Source: an optimization exercise on an open RTL-to-GDS flow (aim: small area and a short achievable clock period). Production flows keep margins and buffers that such runs may drop. Where RTL was checked, it was by simulation tests only, not by an equivalence proof against the original. The RTL of run 1 was laid out without a check of its function.

==> flow/design.v, too long to show whole: its modules and the start of the top module <==
// module mac_pipe_nxn: 1892 lines
// module mac_fa: 10 lines
// module mac_ha: 9 lines
module mac_pipe_nxn #(
    parameter int unsigned DW    = 32,
    parameter int unsigned LAT   = 3,
    parameter int unsigned GUARD = 8
) (
    input  logic                  i_clk,
    input  logic                  i_rstn,
    input  logic                  i_valid,
    output logic                  o_ready,
    input  logic                  i_multa_ns,
    input  logic                  i_multb_ns,
    input  logic [DW-1:0]         i_multa,
    input  logic [DW-1:0]         i_multb,
    input  logic                  i_acc_en,
    input  logic                  i_acc_clr,
    output logic                  o_valid,
    input  logic                  i_ready,
    output logic [2*DW-1:0]       o_product,
    output logic [2*DW+GUARD-1:0] o_acc,
    output logic                  o_acc_ovf
);
  // ...
==> flow/run.sh <==
#!/bin/bash
# synth_recipe.tcl (not shown) runs the flow's synth.tcl, then flattens the netlist and writes it again
# the make line also repeats each setting of config.mk as NAME=value (left out here)
make -C /OpenROAD-flow-scripts/flow DESIGN_CONFIG=/design/flow/config.mk WORK_HOME=/design/flow/orfs CLKGATE_MAP_FILE= SYNTH_SCRIPT=/design/flow/synth_recipe.tcl finish
==> flow/config.mk <==
export PLATFORM = sky130hd
export DESIGN_NAME = mac_pipe_nxn
export DESIGN_NICKNAME = mac_pipe_nxn
export VERILOG_FILES = /design/flow/design.v
export SDC_FILE = /design/flow/constraint.sdc
export NUM_CORES = 4
export LEC_CHECK = 0
export ABC_AREA = 1
export CAP_MARGIN = 20
export CORE_MARGIN = 2
export CORE_UTILIZATION = 40
export SLEW_MARGIN = 20
export SYNTH_HIERARCHICAL = 1
export SYNTH_MINIMUM_KEEP_SIZE = 0
==> flow/constraint.sdc <==
create_clock -name core_clock -period 12.5 [get_ports {i_clk}]
set_input_delay 2.5000 -clock core_clock [delete_from_list [all_inputs] [get_ports {i_clk}]]
set_output_delay 2.5000 -clock core_clock [all_outputs]
set_load 0.01 [all_outputs]
==> impl_results.md, run 1 <==
* Number of levels in the clock H-tree at 2
* Number of buffers created by CTS at 37
* Met1 GRT Util at 34.5%
* Finished Cell Area at 42300 um^2
* Setup violation total in the final timing report at 0
* Post-synthesis area per instance at 9.28 um^2
* Top post-synthesis cells by count: 620 x nand2_1, 617 x xor2_1, 520 x fa_1
* Arithmetic-cell share of the synthesized area counting full adders, half adders and majority gates at 32.5%
* Min-delay src: r1_en
* Net Count, Synth at 4835
* Sequential fraction of the synthesis area at 22.7%
* Max Transition Viols Final at 0
* HPWL after detailed placement at 85.8 mm
* Count of instances resized after the clock tree is built at 0
* Maximum count of clock buffers along a single path at 3
* Maximum net fanout on the critical path at 59
* Multi-input gates at 3113
* Final sequential cell count at 310
* Relative max-transition margin at 38.6%
* Worst path slowest cell: clkinv_2
* Num ports at 211
* Primary flip-flop cell chosen by synthesis mapping: edfxtp_1
* Number of cells produced by synthesis at 4088
* Worst Setup Start Kind: primary input
* N_diodes at 0
* Top layer used by detailed routing: met4
* Reg-to-reg critical path startpoint: r1_a_n[26]
* Layout cells sized above 1 at 5.22%
* Most frequent cells in the layout: 618 x nand2_1, 617 x xor2_1, 520 x fa_1
* Outcome: finished clean
==> run 2, diff against run 1 <==
--- a/flow/design.v
+++ b/flow/design.v
@@ -50,17 +50,17 @@
             r1_two_n <= ~d_two[15:0];
             r1_neg   <= d_neg;
             r1_sxen <= (i_multa_ns | i_multb_ns) & i_acc_en;
             r1_en   <= i_acc_en;
             r1_clr  <= i_acc_clr;
         end
     end
     logic [63:0]      mul_s;
-    logic [17-1:0] mul_c;
+    logic [12-1:0] mul_c;
     wire pp0_0 = ((~((r1_one_n[0] | r1_a_n[0]))) ^ r1_neg[0]);
     wire pp0_1 = ((~((r1_one_n[0] | r1_a_n[1]) & (r1_two_n[0] | r1_a_n[0]))) ^ r1_neg[0]);
     wire pp0_2 = ((~((r1_one_n[0] | r1_a_n[2]) & (r1_two_n[0] | r1_a_n[1]))) ^ r1_neg[0]);
     wire pp0_3 = ((~((r1_one_n[0] | r1_a_n[3]) & (r1_two_n[0] | r1_a_n[2]))) ^ r1_neg[0]);
     wire pp0_4 = ((~((r1_one_n[0] | r1_a_n[4]) & (r1_two_n[0] | r1_a_n[3]))) ^ r1_neg[0]);
     wire pp0_5 = ((~((r1_one_n[0] | r1_a_n[5]) & (r1_two_n[0] | r1_a_n[4]))) ^ r1_neg[0]);
     wire pp0_6 = ((~((r1_one_n[0] | r1_a_n[6]) & (r1_two_n[0] | r1_a_n[5]))) ^ r1_neg[0]);
     wire pp0_7 = ((~((r1_one_n[0] | r1_a_n[7]) & (r1_two_n[0] | r1_a_n[6]))) ^ r1_neg[0]);
@@ -1705,174 +1705,164 @@
     mac_fa u_s1070 (.a(c24), .b(s31), .c(c1069), .s(s1070), .co(c1071));
     logic s1072, c1073;
     mac_fa u_s1072 (.a(s37), .b(s39), .c(c1071), .s(s1072), .co(c1073));
     logic s1074, c1075;
     mac_ha u_s1074 (.a(s49), .b(c1073), .s(s1074), .co(c1075));
     logic s1076, c1077;
     mac_fa u_s1076 (.a(c50), .b(s59), .c(c1075), .s(s1076), .co(c1077));
     logic s1078, c1079;
-    mac_ha u_s1078 (.a(c60), .b(s71), .s(s1078), .co(c1079));
+    mac_fa u_s1078 (.a(c60), .b(s71), .c(c1077), .s(s1078), .co(c1079));
     logic s1080, c1081;
-    mac_fa u_s1080 (.a(s81), .b(s83), .c(c1079), .s(s1080), .co(c1081));
+    mac_ha u_s1080 (.a(s81), .b(s83), .s(s1080), .co(c1081));
     logic s1082, c1083;
     mac_fa u_s1082 (.a(c84), .b(s97), .c(c1081), .s(s1082), .co(c1083));
     logic s1084, c1085;
     mac_fa u_s1084 (.a(c98), .b(s111), .c(c1083), .s(s1084), .co(c1085));
     logic s1086, c1087;
     mac_fa u_s1086 (.a(c112), .b(s127), .c(c1085), .s(s1086), .co(c1087));
     logic s1088, c1089;
     mac_fa u_s1088 (.a(c128), .b(s143), .c(c1087), .s(s1088), .co(c1089));
     logic s1090, c1091;
-    mac_ha u_s1090 (.a(c144), .b(s161), .s(s1090), .co(c1091));
+    mac_fa u_s1090 (.a(c144), .b(s161), .c(c1089), .s(s1090), .co(c1091));
     logic s1092, c1093;
     mac_fa u_s1092 (.a(s177), .b(s179), .c(c1091), .s(s1092), .co(c1093));
     logic s1094, c1095;
-    mac_fa u_s1094 (.a(c180), .b(s199), .c(c1093), .s(s1094), .co(c1095));
+    mac_ha u_s1094 (.a(c180), .b(s199), .s(s1094), .co(c1095));
     logic s1096, c1097;
     mac_fa u_s1096 (.a(c200), .b(s219), .c(c1095), .s(s1096), .co(c1097));
     logic s1098, c1099;
     mac_fa u_s1098 (.a(c220), .b(s241), .c(c1097), .s(s1098), .co(c1099));
     logic s1100, c1101;
-    mac_ha u_s1100 (.a(c242), .b(s263), .s(s1100), .co(c1101));
+    mac_fa u_s1100 (.a(c242), .b(s263), .c(c1099), .s(s1100), .co(c1101));
     logic s1102, c1103;
     mac_fa u_s1102 (.a(c264), .b(s287), .c(c1101), .s(s1102), .co(c1103));
     logic s1104, c1105;
-    mac_fa u_s1104 (.a(c288), .b(s311), .c(c1103), .s(s1104), .co(c1105));
+    mac_ha u_s1104 (.a(c288), .b(s311), .s(s1104), .co(c1105));
     logic s1106, c1107;
     mac_fa u_s1106 (.a(c312), .b(s337), .c(c1105), .s(s1106), .co(c1107));
     logic s1108, c1109;
-    mac_ha u_s1108 (.a(c338), .b(s363), .s(s1108), .co(c1109));
+    mac_fa u_s1108 (.a(c338), .b(s363), .c(c1107), .s(s1108), .co(c1109));
     logic s1110, c1111;
     mac_fa u_s1110 (.a(s389), .b(s391), .c(c1109), .s(s1110), .co(c1111));
     logic s1112, c1113;
     mac_fa u_s1112 (.a(c392), .b(s419), .c(c1111), .s(s1112), .co(c1113));
     logic s1114, c1115;
-    mac_fa u_s1114 (.a(c420), .b(s449), .c(c1113), .s(s1114), .co(c1115));
+    mac_ha u_s1114 (.a(c420), .b(s449), .s(s1114), .co(c1115));
     logic s1116, c1117;
-    mac_ha u_s1116 (.a(c450), .b(s479), .s(s1116), .co(c1117));
+    mac_fa u_s1116 (.a(c450), .b(s479), .c(c1115), .s(s1116), .co(c1117));
     logic s1118, c1119;
     mac_fa u_s1118 (.a(c480), .b(s511), .c(c1117), .s(s1118), .co(c1119));
     wire s1120 = ~(s543 ^ c1119);
     wire c1121 = s543 | c1119;
     wire s1122 = ~s575;
     wire c1123 = s575;
     logic s1124, c1125;
     mac_fa u_s1124 (.a(c576), .b(s605), .c(c1123), .s(s1124), .co(c1125));
-    wire s1126 = ~s635;
-    wire c1127 = s635;
+    wire s1126 = ~(s635 ^ c1125);
+    wire c1127 = s635 | c1125;
     logic s1128, c1129;
     mac_ha u_s1128 (.a(c636), .b(s663), .s(s1128), .co(c1129));
-    wire s1130 = ~s691;
-    wire c1131 = s691;
+    wire s1130 = ~(s691 ^ c1129);
+    wire c1131 = s691 | c1129;
     logic s1132, c1133;
     mac_fa u_s1132 (.a(c692), .b(s717), .c(c1131), .s(s1132), .co(c1133));
     wire s1134 = ~s743;
     wire c1135 = s743;
     logic s1136, c1137;
     mac_fa u_s1136 (.a(c744), .b(s767), .c(c1135), .s(s1136), .co(c1137));
-    wire s1138 = ~s791;
-    wire c1139 = s791;
+    wire s1138 = ~(s791 ^ c1137);
+    wire c1139 = s791 | c1137;
     logic s1140, c1141;
-    mac_fa u_s1140 (.a(c792), .b(s813), .c(c1139), .s(s1140), .co(c1141));
-    wire s1142 = ~s835;
-    wire c1143 = s835;
+    mac_ha u_s1140 (.a(c792), .b(s813), .s(s1140), .co(c1141));
+    wire s1142 = ~(s835 ^ c1141);
+    wire c1143 = s835 | c1141;
     logic s1144, c1145;
     mac_fa u_s1144 (.a(c836), .b(s855), .c(c1143), .s(s1144), .co(c1145));
     wire s1146 = ~s875;
     wire c1147 = s875;
     logic s1148, c1149;
     mac_fa u_s1148 (.a(c876), .b(s893), .c(c1147), .s(s1148), .co(c1149));
     wire s1150 = ~(s911 ^ c1149);
     wire c1151 = s911 | c1149;
     logic s1152, c1153;
-    mac_ha u_s1152 (.a(c912), .b(s927), .s(s1152), .co(c1153));
-    wire s1154 = ~(s943 ^ c1153);
-    wire c1155 = s943 | c1153;
+    mac_fa u_s1152 (.a(c912), .b(s927), .c(c1151), .s(s1152), .co(c1153));
+    wire s1154 = ~s943;
+    wire c1155 = s943;
     logic s1156, c1157;
     mac_fa u_s1156 (.a(c944), .b(s957), .c(c1155), .s(s1156), .co(c1157));
-    wire s1158 = ~s971;
-    wire c1159 = s971;
+    wire s1158 = ~(s971 ^ c1157);
+    wire c1159 = s971 | c1157;
     logic s1160, c1161;
     mac_fa u_s1160 (.a(c972), .b(s983), .c(c1159), .s(s1160), .co(c1161));
-    wire s1162 = ~(s995 ^ c1161);
-    wire c1163 = s995 | c1161;
+    wire s1162 = ~s995;
+    wire c1163 = s995;
     logic s1164, c1165;
     mac_fa u_s1164 (.a(c996), .b(s1005), .c(c1163), .s(s1164), .co(c1165));
-    wire s1166 = ~s1015;
-    wire c1167 = s1015;
+    wire s1166 = ~(s1015 ^ c1165);
+    wire c1167 = s1015 | c1165;
     logic s1168, c1169;
     mac_fa u_s1168 (.a(c1016), .b(s1023), .c(c1167), .s(s1168), .co(c1169));
     wire s1170 = ~(s1031 ^ c1169);
     wire c1171 = s1031 | c1169;
     logic s1172, c1173;
     mac_fa u_s1172 (.a(c1032), .b(s1037), .c(c1171), .s(s1172), .co(c1173));
     wire s1174 = ~s1043;
     wire c1175 = s1043;
     logic s1176, c1177;
     mac_fa u_s1176 (.a(c1044), .b(s1047), .c(c1175), .s(s1176), .co(c1177));
     wire s1178 = ~(s1051 ^ c1177);
     wire c1179 = s1051 | c1177;
     logic s1180, c1181;
     mac_fa u_s1180 (.a(c1052), .b(s1053), .c(c1179), .s(s1180), .co(c1181));
     assign mul_s = {s1180, s1178, s1176, s1174, s1172, s1170, s1168, s1166, s1164, s1162, s1160, s1158, s1156, s1154, s1152, s1150, s1148, s1146, s1144, s1142, s1140, s1138, s1136, s1134, s1132, s1130, s1128, s1126, s1124, s1122, s1120, s1118, s1116, s1114, s1112, s1110, s1108, s1106, s1104, s1102, s1100, s1098, s1096, s1094, s1092, s1090, s1088, s1086, s1084, s1082, s1080, s1078, s1076, s1074, s1072, s1070, s1068, s1066, s1064, s1062, s1060, s1058, s1056, s1054};
-    assign mul_c = {c1173, c1165, c1157, c1151, c1145, c1141, c1137, c1133, c1129, c1127, c1125, c1121, c1115, c1107, c1099, c1089, c1077};
+    assign mul_c = {c1173, c1161, c1153, c1145, c1139, c1133, c1127, c1121, c1113, c1103, c1093, c1079};
     logic        r2_vld;
     logic [63:0]      r2_s;
-    logic [17-1:0] r2_c;
+    logic [12-1:0] r2_c;
     logic [63:0]      r2_prod;
     logic        r2_sxen, r2_en, r2_clr;
     always_ff @(posedge i_clk or negedge i_rstn) begin
         if (!i_rstn) r2_vld <= 1'b0;
         else if (advance) r2_vld <= r1_vld;
     end
     always_ff @(posedge i_clk) begin
         if (advance || !r2_vld) begin
             r2_s    <= mul_s;
             r2_c    <= mul_c;
             r2_sxen <= r1_sxen;
             r2_en   <= r1_en;
             r2_clr  <= r1_clr;
         end
     end
-    assign r2_prod[11:0] = r2_s[11:0];
+    assign r2_prod[12:0] = r2_s[12:0];
     wire cin1182 = r2_c[0];
-    assign r2_prod[17:12] = r2_s[17:12] + {5'b0, cin1182};
-    wire cin1183 = r2_c[1] | (cin1182 & &r2_s[17:12]);
-    assign r2_prod[22:18] = r2_s[22:18] + {4'b0, cin1183};
-    wire cin1184 = r2_c[2] | (cin1183 & &r2_s[22:18]);
-    assign r2_prod[26:23] = r2_s[26:23] + {3'b0, cin1184};
-    wire cin1185 = r2_c[3] | (cin1184 & &r2_s[26:23]);
-    assign r2_prod[30:27] = r2_s[30:27] + {3'b0, cin1185};
-    wire cin1186 = r2_c[4] | (cin1185 & &r2_s[30:27]);
-    assign r2_prod[33:31] = r2_s[33:31] + {2'b0, cin1186};
-    wire cin1187 = r2_c[5] | (cin1186 & &r2_s[33:31]);
-    assign r2_prod[35:34] = r2_s[35:34] + {1'b0, cin1187};
-    wire cin1188 = r2_c[6] | (cin1187 & &r2_s[35:34]);
-    assign r2_prod[36] = r2_s[36] ^ cin1188;
-    wire cin1189 = r2_c[7] | (cin1188 & &r2_s[36:36]);
-    assign r2_prod[37] = r2_s[37] ^ cin1189;
-    wire cin1190 = r2_c[8] | (cin1189 & &r2_s[37:37]);
-    assign r2_prod[39:38] = r2_s[39:38] + {1'b0, cin1190};
-    wire cin1191 = r2_c[9] | (cin1190 & &r2_s[39:38]);
-    assign r2_prod[41:40] = r2_s[41:40] + {1'b0, cin1191};
-    wire cin1192 = r2_c[10] | (cin1191 & &r2_s[41:40]);
-    assign r2_prod[43:42] = r2_s[43:42] + {1'b0, cin1192};
-    wire cin1193 = r2_c[11] | (cin1192 & &r2_s[43:42]);
-    assign r2_prod[45:44] = r2_s[45:44] + {1'b0, cin1193};
-    wire cin1194 = r2_c[12] | (cin1193 & &r2_s[45:44]);
-    assign r2_prod[48:46] = r2_s[48:46] + {2'b0, cin1194};
-    wire cin1195 = r2_c[13] | (cin1194 & &r2_s[48:46]);
-    assign r2_prod[51:49] = r2_s[51:49] + {2'b0, cin1195};
-    wire cin1196 = r2_c[14] | (cin1195 & &r2_s[51:49]);
-    assign r2_prod[55:52] = r2_s[55:52] + {3'b0, cin1196};
-    wire cin1197 = r2_c[15] | (cin1196 & &r2_s[55:52]);
-    assign r2_prod[59:56] = r2_s[59:56] + {3'b0, cin1197};
-    wire cin1198 = r2_c[16] | (cin1197 & &r2_s[59:56]);
-    assign r2_prod[63:60] = r2_s[63:60] + {3'b0, cin1198};
+    assign r2_prod[19:13] = r2_s[19:13] + {6'b0, cin1182};
+    wire cin1183 = r2_c[1] | (cin1182 & &r2_s[19:13]);
+    assign r2_prod[24:20] = r2_s[24:20] + {4'b0, cin1183};
+    wire cin1184 = r2_c[2] | (cin1183 & &r2_s[24:20]);
+    assign r2_prod[29:25] = r2_s[29:25] + {4'b0, cin1184};
+    wire cin1185 = r2_c[3] | (cin1184 & &r2_s[29:25]);
+    assign r2_prod[33:30] = r2_s[33:30] + {3'b0, cin1185};
+    wire cin1186 = r2_c[4] | (cin1185 & &r2_s[33:30]);
+    assign r2_prod[36:34] = r2_s[36:34] + {2'b0, cin1186};
+    wire cin1187 = r2_c[5] | (cin1186 & &r2_s[36:34]);
+    assign r2_prod[39:37] = r2_s[39:37] + {2'b0, cin1187};
+    wire cin1188 = r2_c[6] | (cin1187 & &r2_s[39:37]);
+    assign r2_prod[42:40] = r2_s[42:40] + {2'b0, cin1188};
+    wire cin1189 = r2_c[7] | (cin1188 & &r2_s[42:40]);
+    assign r2_prod[45:43] = r2_s[45:43] + {2'b0, cin1189};
+    wire cin1190 = r2_c[8] | (cin1189 & &r2_s[45:43]);
+    assign r2_prod[49:46] = r2_s[49:46] + {3'b0, cin1190};
+    wire cin1191 = r2_c[9] | (cin1190 & &r2_s[49:46]);
+    assign r2_prod[53:50] = r2_s[53:50] + {3'b0, cin1191};
+    wire cin1192 = r2_c[10] | (cin1191 & &r2_s[53:50]);
+    assign r2_prod[59:54] = r2_s[59:54] + {5'b0, cin1192};
+    wire cin1193 = r2_c[11] | (cin1192 & &r2_s[59:54]);
+    assign r2_prod[63:60] = r2_s[63:60] + {3'b0, cin1193};
     logic        load;
     logic [71:0] acc_a, acc_b, acc_sum;
     logic        sum_ovf;
     assign load    = advance && r2_vld;
     assign acc_a   = o_acc & {72{!(load && r2_clr)}};
     assign acc_b   = {{8{r2_sxen & r2_prod[63]}}, r2_prod} & {72{load && r2_en}};
     assign acc_sum = acc_a + acc_b;
     assign sum_ovf = (acc_a[71] == acc_b[71]) && (acc_sum[71] != acc_a[71]);
==> impl_results.md, run 2 <==
* Arrival time at the worst endpoint at 4.39 ns (was 6.85 ns)
* Library cell occupying the most area in the post-synthesis netlist: fa_1 (unchanged)
* Clock root buffer: clkbuf_16 (unchanged)
* Number of DRC violations after detailed routing at 0 (unchanged)
* # fillers at 8878 (was 9048)
* Top post-synthesis cells by count: 618 x xor2_1, 521 x fa_1, 512 x o22ai_1 (was 620 x nand2_1, 617 x xor2_1, 520 x fa_1)
* Hold Crit Class: reg2reg (unchanged)
* Worst-Skew Late Latency at 0.59 ns (was 0.60 ns)
* Count of synthesis-stage warnings from yosys at 7 (unchanged)
* Starting density of the core at 40.2% (was 40.5%)
* Total core area at 92900 um^2 (was 93600 um^2)
* Number of cells produced by synthesis at 3903 (was 4088)
* Actual transition at the worst max-transition pin at 0.923 ns (was 0.921 ns)
* Relative max-transition margin at 38.5% (was 38.6%)
* Max Transition Viols Final at 0 (unchanged)
* Num ports at 211 (unchanged)
* Leading post-synthesis cells by cell area: fa_1 28%, xor2_1 15%, edfxtp_1 13% (was fa_1 27%, xor2_1 14%, edfxtp_1 13%)
* Initial DRC count at 3205 (was 3024)
* Routed WL per cell at 24.7 um (was 24.9 um)
* Setup violation total in the final timing report at 0 (unchanged)
* Count of instances resized after the clock tree is built at 0 (unchanged)
* Number of global-route vias before repair at 31500 (was 32500)
* Total number of nets in the final design at 4622 (was 4816)
* Antenna-violating nets left at 0 (unchanged)
* Worst Setup Start Kind: primary input (unchanged)
* Number of synthesized register bits at 305 (was 310)
* Number of levels in the clock H-tree at 2 (unchanged)
* Maximum count of clock buffers along a single path at 3 (unchanged)
* Clock sink count at 305 (was 310)
* Number of buffers inserted by hold repair at cts at 0 (unchanged)
* Largest net degree at the start of global routing at 81 (was 79)
* Number of buffers created by CTS at 37 (unchanged)
* Number of maximum-capacitance violations at 0 (unchanged)
* Final core utilization at 44.7% (was 45.2%)
* Clock tree from TritonCTS: yes (unchanged)
* Sequential fraction of the synthesis area at 22.7% (about the same)
* Maximum net fanout on the critical path at 69 (was 59)
* DRT Wirelength at 127 mm (was 133 mm)
* Drt via density at 5.85 (was 5.81)
* Max FFs per register at 72 (unchanged)
* Register ranked first by flip-flop count: o_acc (unchanged)
* Number of enable-type register cells in the synthesized netlist at 165 (was 170)
* Top-count cell post-synth: xor2_1 (was nand2_1)
* Count of input and output buffers at 210 (unchanged)
* Outcome: finished clean (unchanged)
* Total placed instance area at 40300 um^2 (was 41000 um^2)
* Layout cells sized above 1 at 6.12% (was 5.22%)
* Netlist Area Pre-Place at 37300 um^2 (was 37900 um^2)
* Clock-pin transition on the worst setup and hold timing paths at 0.06 ns (about the same)
* Async SR Flop Fraction at 45.9% (was 45.2%)
* Placement Rows at 112 (unchanged)
* HPWL after detailed placement at 80.2 mm (was 85.8 mm)
* Chip width at 309 um (was 312 um)
* Primary flip-flop cell chosen by synthesis mapping: edfxtp_1 (unchanged)
* Post-CTS Repair Setup Buffers at 0 (unchanged)
* Final worst path period need at 6.89 ns (was 6.40 ns)
* Finished Cell Area at 41500 um^2 (was 42300 um^2)
* Area of the die at 95800 um^2 (was 97300 um^2)
* Final Wtd Congestion at 0.933 (was 1.03)
* CP Capture Type: primary output (was flop)
* Sum of negative setup slack at 0 ns (unchanged)
* Post-synthesis area per instance at 9.56 um^2 (was 9.28 um^2)
* 1st-pass router iterations at 6 (was 8)
* Hold violation total from the final report at 0 (unchanged)
* Area growth, synth to finish at 11.3% (was 11.5%)
* Worst Clk Skew at 0.0203 ns (was 0.0281 ns)
* Yosys cell types at 50 (was 40)
* Final worst-path cycle share at 55.2% (was 51.2%)
* Most frequent cells in the layout: 618 x xor2_1, 521 x fa_1, 512 x o22ai_1 (was 618 x nand2_1, 617 x xor2_1, 520 x fa_1)
* Achievable clock frequency at 0.145 GHz (was 0.156 GHz)
* Net Count, Synth at 4649 (was 4835)
* GRT Total Usage at 26.3% (was 26.9%)
* Remaining global-route overflow at 0 (unchanged)
* Most frequent standard cell in the layout excluding fill and tap cells: xor2_1 (was nand2_1)
* Share of the synthesized area in the top cell type at 27.9% (was 27.4%)
* Endpoint required time on the critical path at 10.00 ns (was 12.95 ns)
* Setup repair after global routing missed its margin: false (unchanged)
* Largest regs: o_acc x72, o_product x64, r2_s x64 (unchanged)
* First-pass GRT wire length at 191 mm (was 201 mm)
* Antenna violations before repair at 0 (unchanged)
* CP Class: in2out (was in2reg)
* Via total after detailed routing at 30200 (was 31100)
* Height of the die at 309 um (was 312 um)
run 2: cell count changes after synthesis, moves of 17 or more:
cell / previous run / this run
o21ai_0: 65 / 97
a31oi_1: 3 / 20
o21ai_1: 1 / 18
nand2_1: 620 / 383
nor2_1: 277 / 258
nand3_1: 67 / 32
run 2: worst max-delay path, stage by stage:
cell	delay, ns
clkdlybuf4s50_1	0.44
nor2_4	0.11
buf_4	0.62
inv_1	0.19
clkdlybuf4s50_1	0.52
run 2: kinds of logic after synthesis:
family	synth area share, %
AOI/OAI and AO/OA	13.5
adders and majority gates	33.1
buffers and inverters	6.81
and+or+nand+nor	8.12
DFF	22.7
xor gates and xnor gates	15.4
muxes	0.392
run 2: area by class of cell:
class	count	area, um^2	area share, %
inverters	311	1170	2.81
diodes	1	2.50	0.00602
multi-input cells	2922	26400	63.4
well taps	1254	1570	3.78
repair buffers	299	2770	6.67
flip-flops and latches	305	8460	20.4
clock inverters	20	204	0.491
clock buffers	48	1020	2.45
run 2: path summary, 6_finish.rpt:
path	from	end	slack [ns]	cells after the start
min in group asynchronous	i_rstn	o_acc[1]	1.97	1
max in group asynchronous	i_rstn	o_product[60]	9.12	2
min reg2reg	r1_sxen	r2_sxen	0.46	0
max reg2reg	r1_one_n[7]	r2_s[49]	6.25	16
max	i_ready	o_ready	5.61	5
min	r1_sxen	r2_sxen	0.46	0
run 2: metrics by stage:
step | worst slack (ns) | hold slack [ns] | instances
finish | 5.61 | 0.458 | 5160
global route | 5.42 | 0.482 | 5159
detailed placement | 5.21 | 0.449 | 5091
CTS | 5.61 | 0.464 | 5159
global placement | 5.29 | 0.449 | 5091
floorplan | 6.56 | 0.400 | 3903
run 2: Yosys stat by module (local to each module, per instance):
module / cell area, um^2 / times used
mac_ha: 12.5 / 54
mac_pipe_nxn: 26200 / 1
mac_fa: 20.0 / 520
run 2: metal layers:
metal | part of all wire, % | track usage, % | vias up
li1 | - | - | 12900
met1 | 39 | 34.2 | 14800
met2 | 46 | 42.0 | 1989
met3 | 11 | 6.35 | 442
met4 | 4.2 | 11.0 | 0
met5 | 0 | 0 | -

==> separate check: timing with driven ports <==
In the flow no input, the clock included, has a driving cell. The finished layouts below were timed again as built, in two steps. Step 1, drivers: a clkbuf_16 drives i_clk and a buf_2 each remaining input, both assumed. Step 2, shift: input delay + t, output delay - t, t = (earliest + latest rising clock arrival at the registers) / 2. This alone moves slack from input paths to output paths. Three values: ideal ports, drivers, drivers and shift; two values: the first two.
run	shift t [ns]	setup WS [ns]	latest minus earliest clock arrival (ns)
run 1	0.647	6.100 / 6.142 / 5.495	0.028 / 0.029
run 2	0.642	5.605 / 5.581 / 5.197	0.020 / 0.020
After both steps every run listed still meets setup and hold. For run 1, which loses most, drivers alone change the setup slack by +0.042 ns; drivers and shift together by -0.605 ns.
